This is an optimization exercise on Yosys and OpenROAD, whose aim is small area and a short achievable clock period, not a production implementation. Where RTL was checked, it was by simulation tests only, not by an equivalence proof against the original. No functional check of the RTL was part of runs 2 to 4. No activity file was given, so power comes from the tool's default toggle rates.

<file path="design/flow/run.sh">
#!/bin/bash
# synth_recipe.tcl (not shown) runs the flow's synth.tcl, then flattens the netlist and writes it again
# the make line also repeats each setting of config.mk as NAME=value (left out here)
make -C /OpenROAD-flow-scripts/flow DESIGN_CONFIG=/design/flow/config.mk WORK_HOME=/design/flow/orfs CLKGATE_MAP_FILE= SYNTH_SCRIPT=/design/flow/synth_recipe.tcl finish
</file>
<file path="design/flow/config.mk">
export PLATFORM = sky130hd
export DESIGN_NAME = hyctl_top
export DESIGN_NICKNAME = hyctl_top
export VERILOG_FILES = /design/flow/design.v
export SDC_FILE = /design/flow/constraint.sdc
export NUM_CORES = 4
export LEC_CHECK = 0
export CAP_MARGIN = 20
export CORE_MARGIN = 2
export CORE_UTILIZATION = 45
export PLACE_DENSITY = 0.6
export SLEW_MARGIN = 20
</file>
<file path="design/flow/constraint.sdc">
create_clock -name core_clock -period 5.0 [get_ports {clk}]
set_input_delay 1.0000 -clock core_clock [delete_from_list [all_inputs] [get_ports {clk}]]
set_output_delay 1.0000 -clock core_clock [all_outputs]
set_load 0.01 [all_outputs]
</file>
<file path="design/flow/design.v">
package hyctl_pkg;
    localparam int BYTE_W     = 8;
    localparam int IP_W       = 32;
    localparam int UDP_PORT_W = 16;
    localparam int BUF_ADDR_W = 7;
    localparam logic [BYTE_W-1:0] PORT_STREAM_LINK = 8'h00;
    localparam logic [BYTE_W-1:0] PORT_PKT_CTRL    = 8'h01;
    localparam logic [BYTE_W-1:0] PORT_IP_CTRL     = 8'h02;
    localparam logic [BYTE_W-1:0] PORT_TX_LEN      = 8'h03;
    localparam logic [BYTE_W-1:0] PORT_PKT_PORT    = 8'h04;
    localparam logic [BYTE_W-1:0] PORT_STREAM_IP   = 8'h10;
    localparam logic [BYTE_W-1:0] PORT_STREAM_UDP  = 8'h14;
    localparam logic [BYTE_W-1:0] PORT_MY_IP       = 8'h30;
    localparam logic [BYTE_W-1:0] PORT_BUF_BASE    = 8'h80;
    localparam int PKT_CTRL_ARM_BIT   = 0;
    localparam int PKT_CTRL_TX_BIT    = 4;
    localparam int IP_CTRL_STATIC_BIT = 0;
    localparam int IP_CTRL_VALID_BIT  = 1;
    localparam logic [1:0] UDP_RESULT_ACCEPTED = 2'b01;
    typedef struct packed {
        logic [BYTE_W-1:0] port_id;
        logic [BYTE_W-1:0] out_port;
        logic              write_strobe;
        logic              read_strobe;
    } io_bus_t;
    typedef struct packed {
        logic                  start;
        logic [BYTE_W-1:0]     data;
        logic                  valid;
        logic                  last;
        logic [IP_W-1:0]       src_ip;
        logic [UDP_PORT_W-1:0] src_port;
    } udp_rx_t;
    typedef struct packed {
        logic                  start;
        logic [BYTE_W-1:0]     data;
        logic                  valid;
        logic                  last;
        logic [BUF_ADDR_W-1:0] length;
        logic [IP_W-1:0]       dst_ip;
        logic [UDP_PORT_W-1:0] dst_port;
    } udp_tx_t;
    typedef struct packed {
        logic                  pkt_ctrl_wr;
        logic                  tx_len_wr;
        logic                  pkt_port_wr_hi;
        logic                  pkt_port_wr_lo;
        logic                  buf_wr;
        logic [BUF_ADDR_W-1:0] buf_addr;
        logic [BYTE_W-1:0]     data;
    } pkt_wr_t;
    typedef struct packed {
        logic                  arm;
        logic                  receiving;
        logic                  transmitting;
        logic [BUF_ADDR_W-1:0] tx_len;
        logic [IP_W-1:0]       pkt_ip;
    } pkt_status_t;
    typedef struct packed {
        logic            dhcp_reset;
        logic [IP_W-1:0] static_ip;
        logic            static_ip_valid;
    } ip_cfg_t;
    typedef struct packed {
        logic                  linked;
        logic [IP_W-1:0]       ip;
        logic [UDP_PORT_W-1:0] udp_port;
    } stream_cfg_t;
endpackage
`timescale 1ns/100ps
module hyctl_packet_buffer (
    input  logic                              clk,
    input  logic [hyctl_pkg::BUF_ADDR_W-1:0]  addr_i,
    input  logic [hyctl_pkg::BYTE_W-1:0]      wdata_i,
    input  logic                              we_i,
    output logic [hyctl_pkg::BYTE_W-1:0]      rdata_o,
    output logic [hyctl_pkg::BYTE_W-1:0]      first_o
);
    localparam int DEPTH = 2 ** hyctl_pkg::BUF_ADDR_W;
    logic [DEPTH-1:0]                 sel;
    logic [DEPTH*hyctl_pkg::BYTE_W-1:0] mem_q;
    always_comb begin
        for (int r = 0; r < DEPTH; r++) begin
            sel[r] = (addr_i == r[hyctl_pkg::BUF_ADDR_W-1:0]);
        end
    end
    for (genvar r = 0; r < DEPTH; r++) begin : g_row
        always_ff @(posedge clk) begin
            if (we_i && sel[r]) begin
                mem_q[r*hyctl_pkg::BYTE_W +: hyctl_pkg::BYTE_W] <= wdata_i;
            end
        end
    end
    always_comb begin
        rdata_o = '0;
        for (int r = 0; r < DEPTH; r++) begin
            rdata_o = rdata_o | (mem_q[r*hyctl_pkg::BYTE_W +: hyctl_pkg::BYTE_W] & {hyctl_pkg::BYTE_W{sel[r]}});
        end
    end
    assign first_o = mem_q[hyctl_pkg::BYTE_W-1:0];
endmodule
`timescale 1ns/100ps
module hyctl_packet_engine (
    input  logic                          clk,
    input  logic                          reset,
    input  hyctl_pkg::pkt_wr_t            pkt_wr_i,
    input  hyctl_pkg::udp_rx_t            udp_rx_i,
    input  logic                          udp_tx_ready_i,
    input  logic [1:0]                    udp_tx_result_i,
    output hyctl_pkg::pkt_status_t        pkt_status_o,
    output hyctl_pkg::pkt_status_t        pkt_status_next_o,
    output logic [hyctl_pkg::BYTE_W-1:0]  buf_rdata_o,
    output hyctl_pkg::udp_tx_t            udp_tx_o
);
    localparam int AW = hyctl_pkg::BUF_ADDR_W;
    logic                  arm_q;
    logic                  receiving_q;
    logic                  transmitting_q;
    logic                  tx_start_q;
    logic                  rx_start_q;
    logic                  tx_last_q;
    logic [AW-1:0]         addr_q;
    logic [AW-1:0]         addr_inc;
    logic [AW-1:0]         tx_cnt_q;
    logic [hyctl_pkg::BYTE_W-1:0] tx_data_q;
    logic [hyctl_pkg::IP_W-1:0]       pkt_ip_q;
    logic [hyctl_pkg::UDP_PORT_W-1:0] pkt_port_q;
    logic                  rx_start_edge;
    logic                  capture_go;
    logic                  rx_active;
    logic                  rx_byte;
    logic                  rx_done;
    logic                  tx_fire;
    logic                  tx_final;
    logic                  tx_go;
    logic                  arm_set;
    logic [AW-1:0]         buf_addr;
    logic [hyctl_pkg::BYTE_W-1:0] buf_wdata;
    logic                  buf_we;
    logic [hyctl_pkg::BYTE_W-1:0] buf_rdata;
    logic [hyctl_pkg::BYTE_W-1:0] buf_first;
    assign rx_start_edge = udp_rx_i.start && !rx_start_q;
    assign capture_go    = arm_q && rx_start_edge && !transmitting_q;
    assign rx_active     = receiving_q || capture_go;
    assign rx_byte       = rx_active && udp_rx_i.valid;
    assign rx_done       = rx_byte && udp_rx_i.last;
    assign arm_set  = pkt_wr_i.pkt_ctrl_wr && pkt_wr_i.data[hyctl_pkg::PKT_CTRL_ARM_BIT];
    assign tx_go    = pkt_wr_i.pkt_ctrl_wr && pkt_wr_i.data[hyctl_pkg::PKT_CTRL_TX_BIT];
    assign tx_fire  = transmitting_q && udp_tx_ready_i;
    assign tx_final = tx_fire && tx_last_q;
    assign addr_inc = addr_q + 1'b1;
    always_ff @(posedge clk) begin
        if (reset) begin
            rx_start_q     <= 1'b0;
            arm_q          <= 1'b0;
            receiving_q    <= 1'b0;
            transmitting_q <= 1'b0;
            tx_start_q     <= 1'b0;
            addr_q         <= '0;
        end else begin
            rx_start_q <= udp_rx_i.start;
            if (arm_set) begin
                arm_q <= 1'b1;
            end else if (capture_go) begin
                arm_q <= 1'b0;
            end
            if (capture_go && !rx_done) begin
                receiving_q <= 1'b1;
            end else if (receiving_q && rx_done) begin
                receiving_q <= 1'b0;
            end
            if (tx_go) begin
                transmitting_q <= 1'b1;
            end else if (tx_final) begin
                transmitting_q <= 1'b0;
            end
            if (tx_go) begin
                tx_start_q <= 1'b1;
            end else if (tx_start_q && (udp_tx_result_i == hyctl_pkg::UDP_RESULT_ACCEPTED)) begin
                tx_start_q <= 1'b0;
            end
            if (rx_done || tx_final) begin
                addr_q <= '0;
            end else if (rx_byte || tx_fire) begin
                addr_q <= addr_inc;
            end else if (tx_go) begin
                addr_q <= 7'd1;
            end else if (!receiving_q && !transmitting_q) begin
                addr_q <= '0;
            end
        end
    end
    always_ff @(posedge clk) begin
        if (tx_go) begin
            tx_data_q <= buf_first;
        end else if (tx_fire) begin
            tx_data_q <= buf_rdata;
        end
        if (tx_go || tx_fire) begin
            tx_last_q <= (addr_inc == tx_cnt_q);
        end
    end
    always_ff @(posedge clk) begin
        if (rx_done) begin
            tx_cnt_q <= addr_inc;
        end else if (pkt_wr_i.tx_len_wr) begin
            tx_cnt_q <= pkt_wr_i.data[AW-1:0] + 1'b1;
        end
        if (capture_go) begin
            pkt_ip_q <= udp_rx_i.src_ip;
        end
        if (capture_go) begin
            pkt_port_q <= udp_rx_i.src_port;
        end else if (pkt_wr_i.pkt_port_wr_hi) begin
            pkt_port_q[15:8] <= pkt_wr_i.data;
        end else if (pkt_wr_i.pkt_port_wr_lo) begin
            pkt_port_q[7:0] <= pkt_wr_i.data;
        end
    end
    assign buf_addr  = addr_q | (rx_active || transmitting_q ? '0 : pkt_wr_i.buf_addr);
    assign buf_wdata = rx_active ? udp_rx_i.data : pkt_wr_i.data;
    assign buf_we    = rx_active ? udp_rx_i.valid : (!transmitting_q && pkt_wr_i.buf_wr);
    hyctl_packet_buffer hyctl_packet_buffer_i (
        .clk     (clk),
        .addr_i  (buf_addr),
        .wdata_i (buf_wdata),
        .we_i    (buf_we),
        .rdata_o (buf_rdata),
        .first_o (buf_first)
    );
    assign buf_rdata_o = buf_rdata;
    assign pkt_status_o.arm          = arm_q;
    assign pkt_status_o.receiving    = receiving_q;
    assign pkt_status_o.transmitting = transmitting_q;
    assign pkt_status_o.tx_len       = tx_cnt_q - 1'b1;
    assign pkt_status_o.pkt_ip       = pkt_ip_q;
    assign pkt_status_next_o.arm          = arm_set || (arm_q && !capture_go);
    assign pkt_status_next_o.receiving    = rx_active && !rx_done;
    assign pkt_status_next_o.transmitting = tx_go || (transmitting_q && !tx_final);
    assign pkt_status_next_o.tx_len       = rx_done ? addr_q : pkt_status_o.tx_len;
    assign pkt_status_next_o.pkt_ip       = pkt_ip_q;
    assign udp_tx_o.start    = tx_start_q;
    assign udp_tx_o.data     = tx_data_q;
    assign udp_tx_o.valid    = transmitting_q;
    assign udp_tx_o.last     = tx_last_q;
    assign udp_tx_o.length   = tx_cnt_q;
    assign udp_tx_o.dst_ip   = pkt_ip_q;
    assign udp_tx_o.dst_port = pkt_port_q;
endmodule
`timescale 1ns/100ps
module hyctl_io_ports (
    input  logic                              clk,
    input  logic                              reset,
    input  hyctl_pkg::io_bus_t                io_bus_i,
    input  logic [hyctl_pkg::IP_W-1:0]        ext_ip_i,
    input  logic                              ext_ip_force_i,
    input  hyctl_pkg::pkt_status_t            pkt_status_i,
    input  hyctl_pkg::pkt_status_t            pkt_status_next_i,
    input  logic [hyctl_pkg::BYTE_W-1:0]      buf_rdata_i,
    output hyctl_pkg::pkt_wr_t                pkt_wr_o,
    output logic [hyctl_pkg::BYTE_W-1:0]      in_port_o,
    output hyctl_pkg::ip_cfg_t                ip_cfg_o,
    output hyctl_pkg::stream_cfg_t            stream_cfg_o
);
    localparam int STAT_RX_BIT = 1;
    logic [hyctl_pkg::BYTE_W-1:0]     port_id;
    logic [hyctl_pkg::BYTE_W-1:0]     wdata;
    logic                             wr_en;
    logic [1:0]                       byte_sel;
    logic                             hit_my_ip;
    logic                             hit_stream_ip;
    logic                             hit_stream_udp;
    logic                             hit_pkt_port;
    logic                             linked_q;
    logic                             use_static_q;
    logic                             static_valid_q;
    logic [hyctl_pkg::IP_W-1:0]       my_ip_q;
    logic [hyctl_pkg::IP_W-1:0]       stream_ip_q;
    logic [hyctl_pkg::UDP_PORT_W-1:0] stream_udp_q;
    logic                             use_ext_ip;
    logic [hyctl_pkg::IP_W-1:0]       ip_src;
    logic [hyctl_pkg::BYTE_W-1:0]     ip_byte;
    logic [hyctl_pkg::BYTE_W-1:0]     status_byte;
    logic [hyctl_pkg::BYTE_W-1:0]     rd_next;
    logic [hyctl_pkg::BYTE_W-1:0]     rd_q;
    assign port_id  = io_bus_i.port_id;
    assign wdata    = io_bus_i.out_port;
    assign wr_en    = io_bus_i.write_strobe && !io_bus_i.read_strobe;
    assign byte_sel = 2'd3 - port_id[1:0];
    assign hit_my_ip      = port_id[7:2] == hyctl_pkg::PORT_MY_IP[7:2];
    assign hit_stream_ip  = port_id[7:2] == hyctl_pkg::PORT_STREAM_IP[7:2];
    assign hit_stream_udp = port_id[7:1] == hyctl_pkg::PORT_STREAM_UDP[7:1];
    assign hit_pkt_port   = port_id[7:1] == hyctl_pkg::PORT_PKT_PORT[7:1];
    assign pkt_wr_o.pkt_ctrl_wr    = wr_en && (port_id == hyctl_pkg::PORT_PKT_CTRL);
    assign pkt_wr_o.tx_len_wr      = wr_en && (port_id == hyctl_pkg::PORT_TX_LEN);
    assign pkt_wr_o.pkt_port_wr_hi = wr_en && hit_pkt_port && !port_id[0];
    assign pkt_wr_o.pkt_port_wr_lo = wr_en && hit_pkt_port && port_id[0];
    assign pkt_wr_o.buf_wr         = wr_en && port_id[7];
    assign pkt_wr_o.buf_addr       = port_id[hyctl_pkg::BUF_ADDR_W-1:0];
    assign pkt_wr_o.data           = wdata;
    always_ff @(posedge clk) begin
        if (reset) begin
            linked_q       <= 1'b0;
            use_static_q   <= 1'b0;
            static_valid_q <= 1'b0;
        end else if (wr_en) begin
            if (port_id == hyctl_pkg::PORT_STREAM_LINK) begin
                linked_q <= wdata[0];
            end
            if (port_id == hyctl_pkg::PORT_IP_CTRL) begin
                use_static_q   <= wdata[hyctl_pkg::IP_CTRL_STATIC_BIT];
                static_valid_q <= wdata[hyctl_pkg::IP_CTRL_VALID_BIT];
            end
        end
    end
    always_ff @(posedge clk) begin
        if (wr_en && hit_my_ip) begin
            my_ip_q[byte_sel*hyctl_pkg::BYTE_W +: hyctl_pkg::BYTE_W] <= wdata;
        end
        if (wr_en && hit_stream_ip) begin
            stream_ip_q <= pkt_status_i.pkt_ip;
        end
        if (wr_en && hit_stream_udp) begin
            if (port_id[0]) begin
                stream_udp_q[7:0] <= wdata;
            end else begin
                stream_udp_q[15:8] <= wdata;
            end
        end
    end
    assign use_ext_ip = !use_static_q || ext_ip_force_i;
    assign ip_src     = use_ext_ip ? ext_ip_i : my_ip_q;
    assign ip_byte = ip_src[byte_sel*hyctl_pkg::BYTE_W +: hyctl_pkg::BYTE_W];
    always_comb begin
        status_byte = '0;
        status_byte[hyctl_pkg::PKT_CTRL_TX_BIT]  = pkt_status_next_i.transmitting;
        status_byte[STAT_RX_BIT]                 = pkt_status_next_i.receiving;
        status_byte[hyctl_pkg::PKT_CTRL_ARM_BIT] = pkt_status_next_i.arm;
    end
    always_comb begin
        rd_next = '0;
        if (port_id[7]) begin
            rd_next = buf_rdata_i;
        end else if (hit_my_ip) begin
            rd_next = ip_byte;
        end else if (port_id == hyctl_pkg::PORT_TX_LEN) begin
            rd_next = {1'b0, pkt_status_next_i.tx_len};
        end else if (port_id == hyctl_pkg::PORT_PKT_CTRL) begin
            rd_next = status_byte;
        end
    end
    always_ff @(posedge clk) begin
        rd_q <= rd_next;
    end
    assign in_port_o = rd_q;
    assign ip_cfg_o.dhcp_reset      = use_static_q;
    assign ip_cfg_o.static_ip       = my_ip_q;
    assign ip_cfg_o.static_ip_valid = static_valid_q;
    assign stream_cfg_o.linked   = linked_q;
    assign stream_cfg_o.ip       = stream_ip_q;
    assign stream_cfg_o.udp_port = stream_udp_q;
endmodule
`timescale 1ns/100ps
module hyctl_top (
    input  logic                          clk,
    input  logic                          reset,
    input  logic [7:0]                    io_port_id,
    input  logic [7:0]                    io_out_port,
    input  logic                          io_write_strobe,
    input  logic                          io_read_strobe,
    output logic [7:0]                    in_port,
    input  logic                          udp_rx_start,
    input  logic [7:0]                    udp_rx_data,
    input  logic                          udp_rx_valid,
    input  logic                          udp_rx_last,
    input  logic [31:0]                   udp_rx_src_ip,
    input  logic [15:0]                   udp_rx_src_port,
    input  logic                          udp_tx_ready,
    input  logic [1:0]                    udp_tx_result,
    output logic                          udp_tx_start,
    output logic [7:0]                    udp_tx_data,
    output logic                          udp_tx_valid,
    output logic                          udp_tx_last,
    output logic [6:0]                    udp_tx_length,
    output logic [31:0]                   udp_tx_dst_ip,
    output logic [15:0]                   udp_tx_dst_port,
    input  logic [31:0]                   ext_ip,
    input  logic                          ext_ip_force,
    output logic                          ip_dhcp_reset,
    output logic [31:0]                   ip_static_ip,
    output logic                          ip_static_ip_valid,
    output logic                          stream_linked,
    output logic [31:0]                   stream_ip,
    output logic [15:0]                   stream_udp_port
);
    hyctl_pkg::io_bus_t           io_bus_i;
    hyctl_pkg::udp_rx_t           udp_rx_i;
    hyctl_pkg::udp_tx_t           udp_tx_o;
    hyctl_pkg::ip_cfg_t           ip_cfg_o;
    hyctl_pkg::stream_cfg_t       stream_cfg_o;
    assign io_bus_i.port_id      = io_port_id;
    assign io_bus_i.out_port     = io_out_port;
    assign io_bus_i.write_strobe = io_write_strobe;
    assign io_bus_i.read_strobe  = io_read_strobe;
    assign udp_rx_i.start    = udp_rx_start;
    assign udp_rx_i.data     = udp_rx_data;
    assign udp_rx_i.valid    = udp_rx_valid;
    assign udp_rx_i.last     = udp_rx_last;
    assign udp_rx_i.src_ip   = udp_rx_src_ip;
    assign udp_rx_i.src_port = udp_rx_src_port;
    assign udp_tx_start    = udp_tx_o.start;
    assign udp_tx_data     = udp_tx_o.data;
    assign udp_tx_valid    = udp_tx_o.valid;
    assign udp_tx_last     = udp_tx_o.last;
    assign udp_tx_length   = udp_tx_o.length;
    assign udp_tx_dst_ip   = udp_tx_o.dst_ip;
    assign udp_tx_dst_port = udp_tx_o.dst_port;
    assign ip_dhcp_reset      = ip_cfg_o.dhcp_reset;
    assign ip_static_ip       = ip_cfg_o.static_ip;
    assign ip_static_ip_valid = ip_cfg_o.static_ip_valid;
    assign stream_linked   = stream_cfg_o.linked;
    assign stream_ip       = stream_cfg_o.ip;
    assign stream_udp_port = stream_cfg_o.udp_port;
    hyctl_pkg::pkt_wr_t           pkt_wr;
    hyctl_pkg::pkt_status_t       pkt_status;
    hyctl_pkg::pkt_status_t       pkt_status_next;
    logic [hyctl_pkg::BYTE_W-1:0] buf_rdata;
    hyctl_io_ports hyctl_io_ports_i (
        .clk            (clk),
        .reset          (reset),
        .io_bus_i       (io_bus_i),
        .ext_ip_i       (ext_ip),
        .ext_ip_force_i (ext_ip_force),
        .pkt_status_i   (pkt_status),
        .pkt_status_next_i (pkt_status_next),
        .buf_rdata_i    (buf_rdata),
        .pkt_wr_o       (pkt_wr),
        .in_port_o      (in_port),
        .ip_cfg_o       (ip_cfg_o),
        .stream_cfg_o   (stream_cfg_o)
    );
    hyctl_packet_engine hyctl_packet_engine_i (
        .clk             (clk),
        .reset           (reset),
        .pkt_wr_i        (pkt_wr),
        .udp_rx_i        (udp_rx_i),
        .udp_tx_ready_i  (udp_tx_ready),
        .udp_tx_result_i (udp_tx_result),
        .pkt_status_o    (pkt_status),
        .pkt_status_next_o (pkt_status_next),
        .buf_rdata_o     (buf_rdata),
        .udp_tx_o        (udp_tx_o)
    );
endmodule
</file>
==> results of run 1 <==
cells in the final DEF (no fill, tap or decap), types with 35 or more instances in the layout:
cell type	netlist	layout
edfxtp_1	1168	1168
nand2_1	148	148
clkdlybuf4s50_1	0	270
a21oi_1	52	52
buf_4	5	724
a22o_1	37	37
inv_1	38	38
a32oi_1	104	104
o21ai_0	56	56
nand4_1	87	87
o22ai_1	35	35
nand3_1	247	247
nor2_1	166	156
buf_12	0	89
a22oi_1	141	141
nor3_1	120	103
clkbuf_16	0	139
worst paths after layout:
check | start | cells past startpoint | slack [ns] | end
min reg2reg | hyctl_packet_engine_i.pkt_ip_q[19] | 0 | 0.45 | hyctl_io_ports_i.stream_ip_q[19]
max reg2reg | hyctl_packet_engine_i.transmitting_q | 14 | 0.02 | hyctl_packet_engine_i.tx_data_q[1]
max | udp_rx_start | 16 | -0.02 | hyctl_packet_engine_i.tx_data_q[6]
min | hyctl_packet_engine_i.pkt_ip_q[19] | 0 | 0.45 | hyctl_io_ports_i.stream_ip_q[19]
power by group through the flow:
stage / clock [mW] / combinational, mW / sequential (mW)
after floorplan: 0 / 0.441 / 11.2
after global placement: 0 / 1.44 / 11.2
after detailed placement: 0 / 1.45 / 11.2
after CTS: 9.64 / 1.46 / 11.0
after global routing: 10.0 / 1.52 / 11.0
final: 9.68 / 1.56 / 11.0
metal layers:
| metal | up-vias | GRT usage (%) | part of all wire (%) |
|---|---|---|---|
| met5 | - | 1.375 | 0.087 |
| met3 | 1193 | 21.75 | 17 |
| met2 | 4573 | 70.00 | 40 |
| met4 | 30 | 39.91 | 10 |
| met1 | 19750 | 60.88 | 33 |
| li1 | 14510 | - | - |
stage by stage:
step / worst slack, ns / TNS, ns / hold slack, ns / utilization [%] / area [um^2]
floorplan: 0.6913 / 0 / 0.4805 / - / 46950
global placement: -1.031 / -6.529 / 0.4339 / 56.13 / 58090
detailed placement: -0.9885 / -6.189 / 0.4366 / 56.18 / 58150
CTS: 0.04859 / 0 / 0.4510 / 60.25 / 62360
global route: 0.1370 / 0 / 0.4698 / 60.30 / 62410
finish: -0.01925 / -0.03033 / 0.4475 / 60.31 / 62420
worst max-delay path: stages:
cell and delay [ns]:
clkdlybuf4s50_1 0.54, nand3b_1 0.14, buf_12 0.19, a31oi_4 0.31, buf_4 0.23, buf_4 0.21
nor3_1 0.09, buf_4 0.21, nand3_1 0.34, nand4_1 0.30, buf_4 0.26, nor4_2 0.55
nand4_1 0.21, nor4_2 0.62, buf_4 0.22, a21oi_1 0.07
logic make-up (layout without fill, tap and decap cells):
| group | Yosys count | after routing | share of synthesized area [%] |
|---|---|---|---|
| flip-flops | 1191 | 1191 | 75.68 |
| AND/OR/NAND/NOR | 908 | 908 | 9.628 |
| AO/OA/AOI/OAI | 612 | 612 | 10.20 |
| buffers and inverters | 250 | 1362 | 2.182 |
| multiplexers | 56 | 56 | 1.655 |
| XOR/XNOR | 22 | 22 | 0.4104 |
| adder cells (fa/ha/maj) | 9 | 9 | 0.2398 |
| other | 0 | 10 | 0 |
sequential cells by signal (all words and copies together), names as in the netlist, 7 cells and up:
name,count
hyctl_packet_engine_i.pkt_port_q,16
hyctl_packet_engine_i.pkt_ip_q,32
hyctl_packet_engine_i.tx_cnt_q,7
hyctl_io_ports_i.stream_udp_q,16
hyctl_io_ports_i.rd_q,8
hyctl_io_ports_i.my_ip_q,32
hyctl_packet_engine_i.addr_q,7
hyctl_packet_engine_i.hyctl_packet_buffer_i.mem_q,1024
hyctl_packet_engine_i.tx_data_q,8
hyctl_io_ports_i.stream_ip_q,32
layout make-up:
class	instances	share of cell area (%)
flip-flops and latches	1191	56.92
multi-input cells	1607	17.35
repair buffers	1086	15.93
clock buffers	168	5.747
well taps	1380	2.766
clock inverters	68	0.9962
inverters	40	0.2405
diodes	10	0.04009
==> summary.txt, run 1 <==
Outcome
  – Status: complete, but fails checks
  – SO Viols: setup timing

Finish
  – Layout fillers: 7966
  – Layout area overhead: 32.95%
  – Final nets: 4182
  – Share of cells above drive strength 1: 26.59%
  – Post-Layout Cell Count: 5550
  – Area of the multi-input gates: 10830 um^2
  – FF/Latch Area: 35530 um^2

CTS
  – Root buffer cell: clkbuf_16
  – CTS Buffer Depth: 3
  – H-tree depth: 4
  – Clk Latency, worst-skew pair: 0.77 ns
  – Post_cts resized: 1
  – Setup Buffers After CTS: 0
  – CTS Sinks: 1191
  – CTS tree: built
  – Reg clk slew, reported paths: 0.06 ns
  – Post-CTS Hold Fix Bufs: 0
  – Number of buffers created by CTS: 132

Timing
  – PnR worst setup slack: -0.01925 ns
  – Fin. Hold Viols: 0
  – Worst slew pin tran: 1.330 ns
  – RSZ-0062 raised after global routing: no
  – Period utilisation layout: 100.4%
  – Max_slew headroom: 11.32%
  – Tmin final: 5.019 ns
  – Max-slew violation count: 0
  – F_max: 199.2 MHz
  – Setup violators final: 2
  – Fin Clk Skew: 0.02162 ns

Detailed routing
  – Via density: 7.218
  – DRT iter0 DRCs: 8808
  – WL/cell: 48.96 um
  – First-pass DRT Iterations: 9
  – Vias post-DR: 40060
  – Antenna-violating nets left: 0
  – Final wirelength: 271.7 mm
  – Drt drc: 0

Power and ir drop
  – Internal power: 17.03 mW
  – Seq pwr share: 49.4%
  – Clock share of power: 43.6%
  – NetSw: 5.193 mW
  – Combinational power share: 7.0%
  – Sw frac: 23.37%
  – PwrDens: 356.0 nW/um^2
  – Leakage power total: 21.35 nW
  – Worst VDD drop: 0.0003047 V
  – Total power: 22.22 mW

Critical path
  – Type of destination of the critical path: flip-flop
  – CP startpoint kind: primary input
  – WS Path Type: in -> reg
  – Maximum fanout along the worst path: 14
  – CP arrival: 5.53 ns
  – Data required, critical path: 5.51 ns

Floorplan
  – Chip width: 327.0 um
  – Initial Util: 45.37%
  – Row cnt: 118
  – Core ar.: 103500 um^2
  – Num ports: 272
  – Die area: 106900 um^2
  – Die height: 327.0 um

Logic synthesis
  – Asr flop ratio synth: 0%
  – Share of Yosys cell area claimed by the top area cell type: 74.70%
  – Syn_area_per_cell: 15.40 um^2
  – Top_reg_cell synth: edfxtp_1
  – Synth warn: 3
  – Ranking of synthesized cells by area: edfxtp_1, nand3_1, a22oi_1
  – Post-synth EDFFs: 1168
  – Count leader, synth: edfxtp_1
  – Top post-synthesis cells by count: edfxtp_1, nand3_1, nor2_1
  – Synthesized cell area: 46950 um^2
  – Post-Syn Nets: 3172
  – Cells after synthesis: 3048
  – Yosys cell types: 81
  – Yosys top cell by area: edfxtp_1
  – Synthesized flop and latch total: 1191
  – Seq/Total Area, Yosys: 75.68%

GRT
  – First-pass GRT wire length: 351.2 mm
  – Vias in the first global route: 37210
  – Largest net degree at the start of global routing: 99
  – GRT Util Overall: 50.27%
  – Total grt overflow: 0
  – Initial antenna violation count: 32

Placed design
  – GPL Wtd Cong: 1.143
  – Placed Cells: 5304
  – Buffers on Ports: 271
  – DP HPWL: 199.0 mm

Hold path
  – Hold Path Class: reg -> reg

Run
  – Max_cap viols: 0
Testbench counts, summed over its fixed seeds: tx cycles 5,394, tx bytes 3,981.
==> run 2: changes to the inputs <==
--- a/design/flow/design.v
+++ b/design/flow/design.v
@@ -70,2 +70,23 @@
 `timescale 1ns/100ps
+module hyctl_rd_pair (
+    input  logic a0,
+    input  logic s0_n,
+    input  logic a1,
+    input  logic s1_n,
+    output logic y_n
+);
+    assign y_n = !((a0 || s0_n) && (a1 || s1_n));
+endmodule
+module hyctl_nor4 (
+    input  logic [3:0] a,
+    output logic       y
+);
+    assign y = !(|a);
+endmodule
+module hyctl_nand4 (
+    input  logic [3:0] a,
+    output logic       y
+);
+    assign y = !(&a);
+endmodule
 module hyctl_packet_buffer (
@@ -75,2 +96,3 @@
     input  logic                              we_i,
+    input  logic                              we0_i,
     output logic [hyctl_pkg::BYTE_W-1:0]      rdata_o,
@@ -79,8 +101,24 @@
     localparam int DEPTH = 2 ** hyctl_pkg::BUF_ADDR_W;
-    logic [DEPTH-1:0]                 sel;
-    logic [DEPTH*hyctl_pkg::BYTE_W-1:0] mem_q;
+    localparam int BW    = hyctl_pkg::BYTE_W;
+    logic [7:0]          dec_lo;
+    logic [7:0]          dec_lo_we_n;
+    logic [15:0]         dec_hi;
+    logic [15:0]         dec_hi_n;
+    logic [DEPTH-1:0]    sel_n;
+    logic [DEPTH-1:0]    row_we;
+    logic [DEPTH*BW-1:0] mem_q;
     always_comb begin
+        for (int i = 0; i < 8; i++) begin
+            dec_lo[i]      = (addr_i[2:0] == i[2:0]);
+            dec_lo_we_n[i] = !(dec_lo[i] && we_i);
+        end
+        for (int i = 0; i < 16; i++) begin
+            dec_hi[i]   = (addr_i[6:3] == i[3:0]);
+            dec_hi_n[i] = !dec_hi[i];
+        end
         for (int r = 0; r < DEPTH; r++) begin
-            sel[r] = (addr_i == r[hyctl_pkg::BUF_ADDR_W-1:0]);
+            sel_n[r]  = !(dec_lo[r % 8] && dec_hi[r / 8]);
+            row_we[r] = !(dec_lo_we_n[r % 8] || dec_hi_n[r / 8]);
         end
+        row_we[0] = row_we[0] || we0_i;
     end
@@ -88,4 +126,4 @@
         always_ff @(posedge clk) begin
-            if (we_i && sel[r]) begin
-                mem_q[r*hyctl_pkg::BYTE_W +: hyctl_pkg::BYTE_W] <= wdata_i;
+            if (row_we[r]) begin
+                mem_q[r*BW +: BW] <= wdata_i;
             end
@@ -93,9 +131,24 @@
     end
-    always_comb begin
-        rdata_o = '0;
-        for (int r = 0; r < DEPTH; r++) begin
-            rdata_o = rdata_o | (mem_q[r*hyctl_pkg::BYTE_W +: hyctl_pkg::BYTE_W] & {hyctl_pkg::BYTE_W{sel[r]}});
+    for (genvar b = 0; b < BW; b++) begin : g_bit
+        logic [DEPTH/2-1:0]  pair_n;
+        logic [DEPTH/8-1:0]  l1;
+        logic [DEPTH/32-1:0] l2_n;
+        for (genvar p = 0; p < DEPTH / 2; p++) begin : g_pair
+            hyctl_rd_pair u_pair (
+                .a0   (mem_q[(2*p)*BW + b]),
+                .s0_n (sel_n[2*p]),
+                .a1   (mem_q[(2*p+1)*BW + b]),
+                .s1_n (sel_n[2*p+1]),
+                .y_n  (pair_n[p])
+            );
+        end
+        for (genvar q = 0; q < DEPTH / 8; q++) begin : g_l1
+            hyctl_nor4 u_nor (.a(pair_n[4*q +: 4]), .y(l1[q]));
+        end
+        for (genvar q = 0; q < DEPTH / 32; q++) begin : g_l2
+            hyctl_nand4 u_nand (.a(l1[4*q +: 4]), .y(l2_n[q]));
         end
+        hyctl_nor4 u_out (.a(l2_n), .y(rdata_o[b]));
     end
-    assign first_o = mem_q[hyctl_pkg::BYTE_W-1:0];
+    assign first_o = mem_q[BW-1:0];
 endmodule
@@ -139,2 +192,3 @@
     logic                  buf_we;
+    logic                  buf_we0;
     logic [hyctl_pkg::BYTE_W-1:0] buf_rdata;
@@ -219,5 +273,7 @@
     end
-    assign buf_addr  = addr_q | (rx_active || transmitting_q ? '0 : pkt_wr_i.buf_addr);
+    assign buf_addr  = (receiving_q || transmitting_q) ? addr_q : pkt_wr_i.buf_addr;
     assign buf_wdata = rx_active ? udp_rx_i.data : pkt_wr_i.data;
-    assign buf_we    = rx_active ? udp_rx_i.valid : (!transmitting_q && pkt_wr_i.buf_wr);
+    assign buf_we    = receiving_q ? udp_rx_i.valid
+                                   : (!transmitting_q && !capture_go && pkt_wr_i.buf_wr);
+    assign buf_we0   = capture_go && !receiving_q && udp_rx_i.valid;
     hyctl_packet_buffer hyctl_packet_buffer_i (
@@ -227,2 +283,3 @@
         .we_i    (buf_we),
+        .we0_i   (buf_we0),
         .rdata_o (buf_rdata),
--- a/design/flow/config.mk
+++ b/design/flow/config.mk
@@ -12 +12,3 @@
 export SLEW_MARGIN = 20
+export SYNTH_HIERARCHICAL = 1
+export SYNTH_MINIMUM_KEEP_SIZE = 0
==> summary.txt, run 2 <==
Outcome
  – Status: complete, no violations

Critical path
  – Critical path's slowest cell: nor4_2
  – Worst Setup SP: hyctl_packet_engine_i.transmitting_q
  – CP peak stage delay: 0.59 ns
  – WS Path Type: reg -> reg
  – Reg2Reg Setup Slack: 0.50 ns
  – CP startpoint kind: flip-flop
  – Worst Reg-to-Reg Cells: 15
  – Data required, critical path: 5.66 ns
  – Cell mode on critical path: buf_4
  – Type of destination of the critical path: flip-flop
  – CP arrival: 5.16 ns
  – FF-to-FF Start: hyctl_packet_engine_i.transmitting_q
  – End of the worst register-to-register path: hyctl_io_ports_i.rd_q[5]
  – Crit-path cells: buf_4 > nor2_1 > buf_4 > mux2_2 > and3b_1 > buf_4 > buf_4 > nand2_1 > o22ai_1 > nor4_2 > nand4_1 > nor4_2 > buf_4 > a22o_1 > a31o_2
  – Maximum fanout along the worst path: 16

Floorplan
  – Num ports: 272
  – Die area: 104900 um^2
  – Row cnt: 117
  – Initial Util: 45.32%
  – Die height: 323.9 um
  – Chip width: 323.9 um
  – Core ar.: 101600 um^2

Timing
  – Period utilisation layout: 90.10%
  – F_max: 222.0 MHz
  – Worst slew pin tran: 1.025 ns
  – PnR worst setup slack: 0.4952 ns
  – RSZ-0062 raised after global routing: no
  – Max-slew violation count: 0
  – Fin. Hold Viols: 0
  – Setup_tns: 0 ns
  – Tmin final: 4.505 ns
  – Setup violators final: 0
  – Max_slew headroom: 31.67%
  – Fin Clk Skew: 0.01883 ns

Placed design
  – Pre-CTS setup slack: 0.04463 ns
  – GPL Wtd Cong: 1.020
  – DP HPWL: 88.72 mm
  – Buffers on Ports: 271

Finish
  – Final nets: 3228
  – Most frequent cells in the layout: edfxtp_1, o22ai_1, clkdlybuf4s50_1, nand2_1, nor4_2
  – Share of cells above drive strength 1: 15.63%
  – FF/Latch Area: 35530 um^2
  – Antenna Cells: 0
  – Reg with most FFs: hyctl_packet_engine_i.hyctl_packet_buffer_i.mem_q
  – Layout fillers: 8085
  – Area of the multi-input gates: 9260 um^2
  – Max reg flops: 1024
  – Layout area overhead: 17.70%
  – Commonest non-fill, non-tap cell in the layout: edfxtp_1

Power and ir drop
  – Seq pwr share: 53.6%
  – NetSw: 4.272 mW
  – Sw frac: 20.83%
  – Clock share of power: 42.6%
  – Worst VDD drop: 0.0002735 V
  – PwrDens: 378.4 nW/um^2
  – Combinational power share: 3.8%
  – Total power: 20.51 mW
  – Leakage power total: 17.21 nW
  – Internal power: 16.24 mW

Logic synthesis
  – Synth warn: 9
  – Cells after synthesis: 2781
  – Syn_area_per_cell: 16.56 um^2
  – Post-Syn Nets: 2907
  – Synthesized cell area: 46050 um^2

Hold path
  – Hold Path Class: reg -> reg
  – Hold depth: 0
  – Hold path startpoint: hyctl_packet_engine_i.pkt_ip_q[21]
  – Worst Hold Path EP: hyctl_io_ports_i.stream_ip_q[21]

CTS
  – Post-CTS Hold Fix Bufs: 0
  – Setup Buffers After CTS: 0
  – CTS Buffer Depth: 3
  – H-tree depth: 3
  – Clk Latency, worst-skew pair: 0.71 ns
  – Number of buffers created by CTS: 116
  – Reg clk slew, reported paths: 0.06 ns
  – Post_cts resized: 0
  – CTS tree: built
  – CTS Sinks: 1191
  – Root buffer cell: clkbuf_16

Detailed routing
  – DRT iter0 DRCs: 3140
  – Drt drc: 0
  – Antenna-violating nets left: 0
  – Final wirelength: 132.2 mm
  – Vias post-DR: 27880
  – First-pass DRT Iterations: 6
  – Via density: 6.106
  – WL/cell: 28.95 um

GRT
  – Vias in the first global route: 26960
  – Total grt overflow: 0
  – Largest net degree at the start of global routing: 71
  – GRT Util Overall: 24.79%
  – First-pass GRT wire length: 187.8 mm
  – Initial antenna violation count: 1

Run
  – Max_cap viols: 0
run 2: layer usage:
layer	up-vias	routed length, um	global-route usage (%)
met5	-	13	0
met4	2	5494	9.959
met3	287	12900	4.595
met2	1610	61820	39.87
met1	14090	51960	33.48
li1	11890	-	-
run 2: final cells by class:
class                   instances  share of cell area [%]
well taps                    1368                   3.158
inverters                      40                  0.2770
multi-input cells            1372                   17.09
flip-flops and latches       1191                   65.56
clock buffers                 132                   5.545
clock inverters                82                   1.496
repair buffers                381                   6.875
run 2: through the flow:
stage / cells / hold WS (ns) / cell area, um^2 / util, %
final: 4566 / 0.4473 / 54200 / 53.35
after global routing: 4566 / 0.4543 / 54200 / 53.35
after CTS: 4566 / 0.4447 / 54200 / 53.35
after detailed placement: 4352 / 0.4313 / 50380 / 49.59
after global placement: 4352 / 0.4313 / 50370 / 49.58
after floorplan: 2781 / 0.4480 / 46050 / -
run 2: power by group through the flow:
stage	clock network, mW	registers [mW]	logic [mW]
3_5_place_dp	0	11.2	0.775
6_report	8.74	11.0	0.785
4_1_cts	8.86	11.0	0.778
5_1_grt	9.25	11.0	0.816
2_1_floorplan	0	11.2	0.308
3_3_place_gp	0	11.2	0.763
run 2: worst max-delay path by stage:
stage	endpoint	slack, ns
global placement	hyctl_io_ports_i.rd_q[5]	-0.03
finish	hyctl_io_ports_i.rd_q[5]	0.50
global route	hyctl_packet_engine_i.tx_data_q[0]	0.32
floorplan	hyctl_io_ports_i.stream_ip_q[0]	1.55
detailed placement	hyctl_io_ports_i.rd_q[3]	0.04
CTS	hyctl_io_ports_i.rd_q[2]	0.60
run 2: worst max-delay path, delay by kind of cell (launching register included):
family	cells	cell delay (ns)
simple gates	6	2.10
buf+inv	5	1.09
mux	1	0.49
compound gates	3	0.46
flops	1	0.29
==> run 3: changes to the inputs <==
--- a/design/flow/design.v
+++ b/design/flow/design.v
@@ -94,2 +94,5 @@
     input  logic [hyctl_pkg::BUF_ADDR_W-1:0]  addr_i,
+    input  logic                              use_cnt_i,
+    input  logic [7:0]                        cnt_lo_i,
+    input  logic [15:0]                       cnt_hi_i,
     input  logic [hyctl_pkg::BYTE_W-1:0]      wdata_i,
@@ -111,3 +114,3 @@
         for (int i = 0; i < 8; i++) begin
-            dec_lo[i]      = (addr_i[2:0] == i[2:0]);
+            dec_lo[i]      = use_cnt_i ? cnt_lo_i[i] : (addr_i[2:0] == i[2:0]);
             dec_lo_we_n[i] = !(dec_lo[i] && we_i);
@@ -115,3 +118,3 @@
         for (int i = 0; i < 16; i++) begin
-            dec_hi[i]   = (addr_i[6:3] == i[3:0]);
+            dec_hi[i]   = use_cnt_i ? cnt_hi_i[i] : (addr_i[6:3] == i[3:0]);
             dec_hi_n[i] = !dec_hi[i];
@@ -176,2 +179,9 @@
     logic [AW-1:0]         addr_inc;
+    logic [AW-1:0]         addr_next;
+    logic                  rx_next;
+    logic                  tx_next;
+    logic                  arm_next;
+    logic                  use_cnt_q;
+    logic [7:0]            cnt_lo_q;
+    logic [15:0]           cnt_hi_q;
     logic [AW-1:0]         tx_cnt_q;
@@ -189,3 +199,2 @@
     logic                  arm_set;
-    logic [AW-1:0]         buf_addr;
     logic [hyctl_pkg::BYTE_W-1:0] buf_wdata;
@@ -205,27 +214,35 @@
     assign addr_inc = addr_q + 1'b1;
+    always_comb begin
+        if (reset || rx_done || tx_final) begin
+            addr_next = '0;
+        end else if (rx_byte || tx_fire) begin
+            addr_next = addr_inc;
+        end else if (tx_go) begin
+            addr_next = 7'd1;
+        end else if (!receiving_q && !transmitting_q) begin
+            addr_next = '0;
+        end else begin
+            addr_next = addr_q;
+        end
+        rx_next  = !reset && rx_active && !rx_done;
+        tx_next  = !reset && (tx_go || (transmitting_q && !tx_final));
+        arm_next = !reset && (arm_set || (arm_q && !capture_go));
+    end
     always_ff @(posedge clk) begin
+        addr_q      <= addr_next;
+        receiving_q <= rx_next;
+        transmitting_q <= tx_next;
+        arm_q       <= arm_next;
+        use_cnt_q   <= rx_next || tx_next;
+        for (int i = 0; i < 8; i++) begin
+            cnt_lo_q[i] <= (addr_next[2:0] == i[2:0]);
+        end
+        for (int i = 0; i < 16; i++) begin
+            cnt_hi_q[i] <= (addr_next[6:3] == i[3:0]);
+        end
         if (reset) begin
-            rx_start_q     <= 1'b0;
-            arm_q          <= 1'b0;
-            receiving_q    <= 1'b0;
-            transmitting_q <= 1'b0;
-            tx_start_q     <= 1'b0;
-            addr_q         <= '0;
+            rx_start_q <= 1'b0;
+            tx_start_q <= 1'b0;
         end else begin
             rx_start_q <= udp_rx_i.start;
-            if (arm_set) begin
-                arm_q <= 1'b1;
-            end else if (capture_go) begin
-                arm_q <= 1'b0;
-            end
-            if (capture_go && !rx_done) begin
-                receiving_q <= 1'b1;
-            end else if (receiving_q && rx_done) begin
-                receiving_q <= 1'b0;
-            end
-            if (tx_go) begin
-                transmitting_q <= 1'b1;
-            end else if (tx_final) begin
-                transmitting_q <= 1'b0;
-            end
             if (tx_go) begin
@@ -235,11 +252,2 @@
             end
-            if (rx_done || tx_final) begin
-                addr_q <= '0;
-            end else if (rx_byte || tx_fire) begin
-                addr_q <= addr_inc;
-            end else if (tx_go) begin
-                addr_q <= 7'd1;
-            end else if (!receiving_q && !transmitting_q) begin
-                addr_q <= '0;
-            end
         end
@@ -273,3 +281,2 @@
     end
-    assign buf_addr  = (receiving_q || transmitting_q) ? addr_q : pkt_wr_i.buf_addr;
     assign buf_wdata = rx_active ? udp_rx_i.data : pkt_wr_i.data;
@@ -280,3 +287,6 @@
         .clk     (clk),
-        .addr_i  (buf_addr),
+        .addr_i  (pkt_wr_i.buf_addr),
+        .use_cnt_i (use_cnt_q),
+        .cnt_lo_i  (cnt_lo_q),
+        .cnt_hi_i  (cnt_hi_q),
         .wdata_i (buf_wdata),
@@ -293,5 +303,5 @@
     assign pkt_status_o.pkt_ip       = pkt_ip_q;
-    assign pkt_status_next_o.arm          = arm_set || (arm_q && !capture_go);
-    assign pkt_status_next_o.receiving    = rx_active && !rx_done;
-    assign pkt_status_next_o.transmitting = tx_go || (transmitting_q && !tx_final);
+    assign pkt_status_next_o.arm          = arm_next;
+    assign pkt_status_next_o.receiving    = rx_next;
+    assign pkt_status_next_o.transmitting = tx_next;
     assign pkt_status_next_o.tx_len       = rx_done ? addr_q : pkt_status_o.tx_len;
--- a/design/flow/config.mk
+++ b/design/flow/config.mk
@@ -11,2 +11,3 @@
 export PLACE_DENSITY = 0.6
+export SETUP_SLACK_MARGIN = 1.5
 export SLEW_MARGIN = 20
==> summary.txt, run 3 <==
Outcome
  – Status: complete, no violations

Critical path
  – CP peak stage delay: 0.52 ns
  – Reg2Reg Setup Slack: 1.60 ns
  – Data required, critical path: 5.61 ns
  – CP bufs+invs: 5
  – Family with the most delay on the worst path: simple AND/OR/NAND/NOR gates
  – Cell mode on critical path: buf_4
  – Crit-path cells: clkdlybuf4s50_1 > buf_4 > nand2b_1 > buf_4 > o31ai_4 > buf_12 > nand2_1 > o22ai_1 > nor4_2 > nand4_1 > nor4_2 > buf_4 > mux2_2
  – CP arrival: 4.13 ns
  – Maximum fanout along the worst path: 8
  – Type of destination of the critical path: flip-flop
  – Critical path's slowest cell: nor4_2
  – WS Path Type: in -> reg
  – CP startpoint kind: primary input

Timing
  – Fin Clk Skew: 0.04214 ns
  – Max_slew headroom: 22.09%
  – Setup violators final: 0
  – Worst slew pin tran: 1.169 ns
  – Max-slew violation count: 0
  – Period utilisation layout: 70.42%
  – F_max: 284.0 MHz
  – PnR worst setup slack: 1.479 ns
  – Setup_tns: 0 ns
  – Fin. Hold Viols: 0
  – Min Hold Slack: 0.4551 ns
  – Tmin final: 3.521 ns
  – RSZ-0062 raised after global routing: no

Finish
  – Area of the multi-input gates: 10140 um^2
  – Max reg flops: 1024
  – Final nets: 3341
  – FF/Latch Area: 36040 um^2
  – Layout Utilization: 53.71%
  – Share of cells above drive strength 1: 17.34%
  – Layout fillers: 8228
  – Reg with most FFs: hyctl_packet_engine_i.hyctl_packet_buffer_i.mem_q
  – Commonest non-fill, non-tap cell in the layout: edfxtp_1
  – Most frequent cells in the layout: edfxtp_1, o22ai_1, clkdlybuf4s50_1, nand2_1, nor2_1
  – Layout area overhead: 18.32%

GRT
  – Total grt overflow: 0
  – GRT Util Overall: 25.53%
  – Largest net degree at the start of global routing: 129
  – Vias in the first global route: 27990
  – First-pass GRT wire length: 196.8 mm
  – Initial antenna violation count: 6

Power and ir drop
  – Seq pwr share: 53.7%
  – Total power: 20.83 mW
  – Combinational power share: 3.8%
  – Leakage power total: 17.80 nW
  – Clock share of power: 42.5%
  – PwrDens: 374.2 nW/um^2
  – Internal power: 16.45 mW
  – Sw frac: 21.02%
  – Worst VDD drop: 0.0003048 V
  – NetSw: 4.378 mW

Detailed routing
  – DRT iter0 DRCs: 3349
  – Antenna-violating nets left: 0
  – First-pass DRT Iterations: 6
  – Drt drc: 0
  – WL/cell: 29.58 um
  – Vias post-DR: 28560
  – Final wirelength: 138.9 mm
  – Via density: 6.083

Logic synthesis
  – Synth warn: 9
  – Synthesized cell area: 47050 um^2
  – Syn_area_per_cell: 16.30 um^2
  – Cells after synthesis: 2886
  – Post-Syn Nets: 3012

Placed design
  – GPL Wtd Cong: 0.9357
  – Buffers on Ports: 271
  – Pre-CTS setup slack: 0.1792 ns
  – DP HPWL: 92.21 mm

Run
  – Max_cap viols: 0

CTS
  – Reg clk slew, reported paths: 0.06 ns
  – CTS tree: built
  – Clk Latency, worst-skew pair: 0.74 ns
  – CTS Buffer Depth: 3
  – Post-CTS Hold Fix Bufs: 0
  – CTS Sinks: 1216
  – Number of buffers created by CTS: 121
  – Root buffer cell: clkbuf_16
  – H-tree depth: 3

Floorplan
  – Initial Util: 45.39%
  – Chip width: 327.3 um
  – Num ports: 272
  – Die area: 107200 um^2
  – Die height: 327.3 um
  – Row cnt: 118
  – Core ar.: 103600 um^2

Hold path
  – Hold Path Class: reg -> reg
## run 3: changes by cell type in the layout (fill, tap and decap cells not counted), moves of 16 or more
cell | previous run | this run
nor2_2 | 31 | 4
buf_4 | 95 | 66
nand2_1 | 250 | 211
nor2_1 | 122 | 173
nand2_2 | 0 | 58
dfxtp_1 | 23 | 47
o31ai_4 | 0 | 16
## run 3: final timing paths
kind                                              to  depth (start not counted)                          startpoint
setup reg to reg            hyctl_io_ports_i.rd_q[3]                         12     hyctl_packet_engine_i.use_cnt_q
setup / recovery  hyctl_packet_engine_i.tx_data_q[6]                         13                       io_port_id[3]
hold reg to reg     hyctl_io_ports_i.stream_ip_q[23]                          0  hyctl_packet_engine_i.pkt_ip_q[23]
hold / removal      hyctl_io_ports_i.stream_ip_q[23]                          0  hyctl_packet_engine_i.pkt_ip_q[23]
## run 3: per-stage QoR
step                      area [um^2]  cells
after global routing            55660   4695
after detailed placement        51090   4453
after global placement          51090   4453
final                           55660   4695
after CTS                       55480   4687
after floorplan                 47050   2886
## run 3: routing by layer
layer  vias to the layer above  wire [um]  GRT usage (%)
met5                         -          0              0
met4                         0       5640          10.13
met3                       297      11260          4.796
met2                      1388      66980          41.60
met1                     14600      54970          34.03
li1                      12270          -              -
## run 3: power by group through the flow
stage	Sequential (mW)	Clock [mW]	Combinational (mW)
5_1_grt	11.2	9.36	0.820
6_report	11.2	8.86	0.792
4_1_cts	11.2	8.98	0.777
3_5_place_dp	11.4	0	0.753
3_3_place_gp	11.4	0	0.742
2_1_floorplan	11.4	0	0.300
## run 3: final cells by class
type,instances,share of cell area (%)
inverters,41,0.2765
well taps,1380,3.102
clock inverters,78,1.385
repair buffers,366,6.689
multi-input cells,1469,18.22
flip-flops and latches,1216,64.74
diodes,5,0.02248
clock buffers,140,5.568
## run 3: timing repair
item	4_1_cts	5_1_grt
gates resized for setup	82	35
pin swaps	28	20
buffers inserted	16	3
endpoints found under the setup margin	427	19
gates cloned	0	0
==> run 4: changes to the inputs <==
--- a/design/flow/config.mk
+++ b/design/flow/config.mk
@@ -11,3 +11,3 @@
 export PLACE_DENSITY = 0.6
-export SETUP_SLACK_MARGIN = 1.5
+export SETUP_SLACK_MARGIN = 2.5
 export SLEW_MARGIN = 20
==> summary.txt, run 4 <==
Outcome
  – Status: complete, no violations

Finish
  – Max reg flops: 1024
  – Final Cell Area: 60620 um^2
  – Most frequent cells in the layout: edfxtp_1, o22ai_1, buf_4, nand2_1, clkbuf_16
  – Reg with most FFs: hyctl_packet_engine_i.hyctl_packet_buffer_i.mem_q
  – Layout Utilization: 58.49%
  – Layout area overhead: 28.84%
  – Share of cells above drive strength 1: 30.81%
  – Commonest non-fill, non-tap cell in the layout: edfxtp_1
  – Layout fillers: 7758
  – Final nets: 3473

Critical path
  – Type of destination of the critical path: flip-flop
  – Worst Setup SP: hyctl_packet_engine_i.use_cnt_q
  – CP arrival: 3.87 ns
  – Critical path's slowest cell: nand4_1
  – Crit-path cells: buf_12 > and2_4 > or2_4 > buf_12 > buf_12 > nand2_8 > o22ai_1 > nor4_2 > nand4_1 > nor4_4 > buf_4 > a221o_1
  – FF-to-FF Start: hyctl_packet_engine_i.use_cnt_q
  – CP startpoint kind: flip-flop
  – Reg2Reg Setup Slack: 1.80 ns
  – WS Path Type: reg -> reg
  – End of the worst register-to-register path: hyctl_io_ports_i.rd_q[4]
  – Data required, critical path: 5.66 ns
  – Cell mode on critical path: buf_12
  – Maximum fanout along the worst path: 8
  – CP peak stage delay: 0.50 ns
  – Worst Reg-to-Reg Cells: 12

Power and ir drop
  – Worst VDD drop: 0.0003340 V
  – PwrDens: 351.6 nW/um^2
  – Total power: 21.32 mW
  – Leakage power total: 19.89 nW

Placed design
  – Pre-CTS setup slack: -0.005203 ns
  – Buffers on Ports: 271
  – GPL Wtd Cong: 0.9359
  – DP HPWL: 89.56 mm
  – Post-DP Area: 52170 um^2

Timing
  – Fin Clk Skew: 0.03523 ns
  – PnR worst setup slack: 1.798 ns
  – Max_slew headroom: 25.81%
  – F_max: 312.3 MHz
  – Setup violators final: 0
  – Tmin final: 3.202 ns
  – RSZ-0062 raised after global routing: yes
  – Fin. Hold Viols: 0
  – Period utilisation layout: 64.05%
  – Worst slew pin tran: 1.111 ns
  – Max-slew violation count: 0

Detailed routing
  – Final wirelength: 147.7 mm
  – WL/cell: 30.57 um
  – Met3 WL: 11.68 mm
  – Via density: 6.087
  – Antenna-violating nets left: 0
  – First-pass DRT Iterations: 6
  – DRT iter0 DRCs: 3475
  – Drt drc: 0
  – DR WL met2: 70.73 mm
  – Vias post-DR: 29420
  – Wl on met1: 59.68 mm
  – Max Used Layer: met5

CTS
  – Number of buffers created by CTS: 118
  – Clk Latency, worst-skew pair: 0.74 ns
  – Post-CTS Hold Fix Bufs: 0
  – CTS Buffer Depth: 3
  – Reg clk slew, reported paths: 0.07 ns
  – CTS Sinks: 1216
  – CTS tree: built
  – H-tree depth: 3
  – Root buffer cell: clkbuf_16

Logic synthesis
  – Post-Syn Nets: 3012
  – Synthesized cell area: 47050 um^2
  – Syn_area_per_cell: 16.30 um^2
  – Cells after synthesis: 2886
  – Synth warn: 9

Floorplan
  – Die height: 327.3 um
  – Core ar.: 103600 um^2
  – Die area: 107200 um^2
  – Chip width: 327.3 um
  – Num ports: 272
  – Initial Util: 45.39%
  – Row cnt: 118

Hold path
  – Hold path startpoint: hyctl_packet_engine_i.pkt_ip_q[17]
  – Hold depth: 0
  – Hold Path Class: reg -> reg
  – Worst Hold Path EP: hyctl_io_ports_i.stream_ip_q[17]

Run
  – Max_cap viols: 0

GRT
  – Vias in the first global route: 28920
  – Largest net degree at the start of global routing: 85
  – First-pass GRT wire length: 210.0 mm
  – Total grt overflow: 0
  – Initial antenna violation count: 6
  – GRT Util Overall: 27.20%
[run 4: changes by cell type in the layout (fill, tap and decap cells not counted), sizes merged, moves of 7 or more]
cell	delta
clkdlybuf4s50	-162
buf	+137
dlygate4sd2	+116
clkdlybuf4s15	+33
clkinvlp	-10
mux2	+9
clkinv	+7
[run 4: area by class of cell]
type                            count  area, um^2  area share (%)
Sequential cell                  1216       36040           59.46
Multi-Input combinational cell   1479       13610           22.46
Timing Repair Buffer              491        5017           8.277
Clock buffer                      146        3131           5.164
Tap cell                         1380        1727           2.848
Clock inverter                     77       915.9           1.511
Inverter                           41       161.4          0.2663
Antenna cell                        3       7.507         0.01238
[run 4: worst max-delay path by stage]
stage,end,slack [ns],cells after the start
floorplan,hyctl_io_ports_i.rd_q[2],1.95,11
global placement,hyctl_packet_engine_i.tx_data_q[4],0.02,10
detailed placement,hyctl_packet_engine_i.tx_data_q[4],-0.005,10
CTS,hyctl_io_ports_i.rd_q[5],1.90,14
global route,hyctl_io_ports_i.rd_q[5],1.79,14
finish,hyctl_io_ports_i.rd_q[4],1.80,12
[run 4: metal layers]
metal / up-vias / GRT usage, %
met5: - / 0
li1: 12610 / -
met4: 2 / 9.493
met3: 288 / 5.183
met1: 15200 / 37.11
met2: 1320 / 43.90
[run 4: power breakdown]
group / switching [mW] / total (mW) / leakage [nW] / internal (mW)
combinational: 0.635 / 0.985 / 7.04 / 0.351
clock: 3.90 / 9.16 / 1.97 / 5.26
sequential: 0.00613 / 11.2 / 10.9 / 11.2
total: 4.54 / 21.3 / 19.9 / 16.8
[run 4: timing repair]
item	4_1_cts	5_1_grt
endpoints found under the setup margin	2352	677
gates cloned	13	2
resized for setup	677	119
setup buffers	111	29
pin swaps	121	77
[run 4: per-stage QoR]
| step | hold WS [ns] | instances | setup TNS (ns) |
|---|---|---|---|
| 6_report | 0.4418 | 4833 | 0 |
| 5_1_grt | 0.4634 | 4833 | 0 |
| 4_1_cts | 0.4438 | 4799 | 0 |
| 3_5_place_dp | 0.4376 | 4452 | -0.005203 |
| 3_3_place_gp | 0.4299 | 4452 | 0 |
| 2_1_floorplan | 0.4480 | 2886 | 0 |
[run 4: critical path, delay by kind of cell, from the launching register on]
family / cells / cell delay [ns]
buf+inv: 4 / 0.62
flops: 1 / 0.37
simple gates: 6 / 1.87
compound gates: 2 / 0.26

port drivers added, routing unchanged:
How much do the figures lean on ideal ports? The routed layouts below were timed once more, with nothing changed but the port constraints. Step 1 assumes that a clkbuf_16 drives the clock port and a buf_2 every other input. Step 2 times the ports against the registers' clock, not the clock port: input delays grow and output delays shrink by t, the midpoint of the rising clock arrivals with the driver on. Three values: no drivers, after step 1, after step 2; two values: the first two.
run	t (ns)	slack for setup (ns)	hold slack, ns	slew at the worst register clock pin (ns)
run 1	0.829	-0.019 / 0.019 / -0.802	0.448 / 0.448 / 0.448	0.07 / 0.07
run 2	0.775	0.495 / 0.495 / -0.116	0.447 / 0.447 / 0.447	0.07 / 0.07
run 3	0.782	1.479 / 1.449 / 0.667	0.455 / 0.455 / 0.455	0.07 / 0.07
run 4	0.795	1.798 / 1.765 / 0.970	0.442 / 0.442 / 0.442	0.07 / 0.07
Met with ideal ports but missed after step 2: setup timing in run 2. For run 4, which loses most, drivers alone change the setup slack by -0.033 ns; drivers and shift together by -0.828 ns.
